Source: an optimization exercise on an open RTL-to-GDS flow (aim: small area, a short achievable clock period and few clock cycles per item). Production flows keep margins and buffers that such runs may drop.
Only simulation tests tie the RTL to the original design; equivalence was not proved.

## triangle_strip_tessellator
module triangle_strip_tessellator (
    input  logic        clk,
    input  logic        rst_n,
    input  logic        start,
    output logic        busy,
    input  logic [47:0] corner_bottom_left,
    input  logic [47:0] corner_bottom_right,
    input  logic [47:0] corner_top,
    input  logic [47:0] normal_left,
    input  logic [47:0] normal_right,
    input  logic [47:0] normal_top,
    input  logic        cfg_wr_en,
    input  logic [3:0]  cfg_wr_data,
    output logic        vertex_valid,
    output logic [47:0] vertex_position,
    output logic [47:0] vertex_normal,
    output logic        last_vertex
);
    localparam int R4      = 1;
    localparam int DIV_CYC = 8 / R4;
    localparam int DCW     = $clog2(DIV_CYC);
    function automatic logic [16:0] add16(input logic [15:0] a, input logic [15:0] b, input logic ci);
        logic [15:0] g, p, gg, pp, gn, pn;
        logic [16:0] c;
        g  = a & b;
        p  = a ^ b;
        gg = g;
        pp = p;
        for (int l = 1; l < 16; l = l * 2)
        begin
            gn = gg;
            pn = pp;
            for (int i = 0; i < 16; i++)
                if ((i / l) % 2 == 1)
                begin
                    gn[i] = gg[i] | (pp[i] & gg[(i / l) * l - 1]);
                    pn[i] = pp[i] & pp[(i / l) * l - 1];
                end
            gg = gn;
  ...
==> flow/config.mk <==
export PLATFORM = sky130hd
export DESIGN_NAME = triangle_strip_tessellator
export DESIGN_NICKNAME = triangle_strip_tessellator
export VERILOG_FILES = /design/flow/design.v
export SDC_FILE = /design/flow/constraint.sdc
export NUM_CORES = 4
export LEC_CHECK = 0
export CAP_MARGIN = 20
export CORE_MARGIN = 2
export CORE_UTILIZATION = 40
export CTS_CLUSTER_DIAMETER = 80
export CTS_CLUSTER_SIZE = 25
export PLACE_DENSITY = 0.7
export SETUP_SLACK_MARGIN = 3.15
export SLEW_MARGIN = 20
==> flow/constraint.sdc <==
create_clock -name core_clock -period 6.0 [get_ports {clk}]
set_input_delay 1.2000 -clock core_clock [delete_from_list [all_inputs] [get_ports {clk}]]
set_output_delay 1.2000 -clock core_clock [all_outputs]
set_load 0.01 [all_outputs]
standard.sh (not shown) runs the stock make flow with config.mk's settings and CLKGATE_MAP_FILE= SYNTH_SCRIPT=/design/flow/synth_recipe.tcl, a recipe that flattens the netlist after the stock synthesis.
==> flow/flow/run.sh <==
#!/bin/bash
# Layout: the standard flow (standard.sh, all ORFS steps), except that the
# port buffers are the smallest buffer cell instead of ORFS's default choice.
set -euo pipefail
export BUFFER_PORTS_ARGS="-buffer_cell sky130_fd_sc_hd__buf_1"
bash standard.sh > standard_flow.log 2>&1
The first run finished with timing, DRC and antenna clean.
Testbench counts at the start, summed over its fixed seeds: cycles 12,172, vertices 9,852.
Edit:
- CORE_UTILIZATION: 40 -> 60
- PLACE_DENSITY: 0.7 -> default
- SETUP_SLACK_MARGIN: 3.15 -> 3.0
Sequential share of layout area grows by 1.2 points.
Count of clock-buffer cells in the layout is lower by 1.
Non-clock buffer count goes down by 31.
Setup slack degrades by 0.070 ns.
Register-to-register slack got worse by 0.07 ns.
Final cell count drops by 8.7%.

---

## try-juniper
triangle_strip_tessellator again, from the RTL that the note above started with.
==> flow/config.mk <==
export PLATFORM = sky130hd
export DESIGN_NAME = triangle_strip_tessellator
export DESIGN_NICKNAME = triangle_strip_tessellator
export VERILOG_FILES = /design/flow/design.v
export SDC_FILE = /design/flow/constraint.sdc
export NUM_CORES = 4
export LEC_CHECK = 0
export CAP_MARGIN = 20
export CORE_MARGIN = 2
export CORE_UTILIZATION = 40
export CTS_CLUSTER_DIAMETER = 80
export CTS_CLUSTER_SIZE = 25
export SETUP_SLACK_MARGIN = 2.8
export SLEW_MARGIN = 20
==> flow/constraint.sdc <==
create_clock -name core_clock -period 6.0 [get_ports {clk}]
set_input_delay 1.2000 -clock core_clock [delete_from_list [all_inputs] [get_ports {clk}]]
set_output_delay 1.2000 -clock core_clock [all_outputs]
set_load 0.01 [all_outputs]
Scripts as last shown in full above: flow/flow/run.sh
Testbench counts of try-juniper, summed over its fixed seeds: cycles 12,172, vertices 9,852.
--- input diff try-juniper..try-umber ---
- swapping 2.8 for 3.15 in SETUP_SLACK_MARGIN
Findings:
- Delta (try-umber minus try-juniper): detail-routed net length per standard cell saw a decrease; number of H-tree levels saw little to no change; cell count saw an increase.
- Global-route wire length before repair came out lower on try-umber than on try-juniper.
- In the flow results for try-juniper and try-umber, the area added between synthesis and finish is larger on try-umber.
- try-umber ended up with g_lane[3].u_q[0] as its launching instance or port of the critical path; try-juniper ended up with g_lane[5].u_q[2].
Changes in try-violet relative to try-umber:
- a change of SETUP_SLACK_MARGIN from 3.15 to 3.0
Non-clock buffer count came out lower on try-violet than on try-umber.
The flow did not stop early for try-violet: all stages ran, and the layout cleared the timing, DRC and antenna checks.
In the metrics for try-violet and try-umber, the one carrying the higher sequential share of layout area is try-violet.

==> port drivers added, routing unchanged <==
How much do the figures lean on ideal ports? The routed layouts below were timed once more, with nothing changed but the port constraints. Step 1 assumes that a clkbuf_16 drives the clock port and a buf_2 every other input. Step 2 times the ports against the registers' clock, not the clock port: input delays grow and output delays shrink by t, the midpoint of the rising clock arrivals with the driver on. a / b / c = no drivers / after step 1 / after step 2; a / b = the first two.
run	t, ns	slack for setup (ns)	clock arrival spread, ns	slew at the worst register clock pin (ns)	pins driven straight from the clock port
the first run of note 1	0.655	3.085 / 3.085 / 3.085	0.039 / 0.039	0.12 / 0.12	1
the second run of note 1	0.651	3.016 / 3.016 / 3.016	0.036 / 0.036	0.10 / 0.10	1
try-juniper	0.655	2.894 / 2.894 / 2.894	0.042 / 0.043	0.10 / 0.10	1
try-umber	0.649	3.073 / 3.073 / 3.073	0.041 / 0.041	0.10 / 0.10	1
try-violet	0.655	2.979 / 2.979 / 2.979	0.049 / 0.049	0.10 / 0.10	1
After both steps every run listed still meets setup and hold.
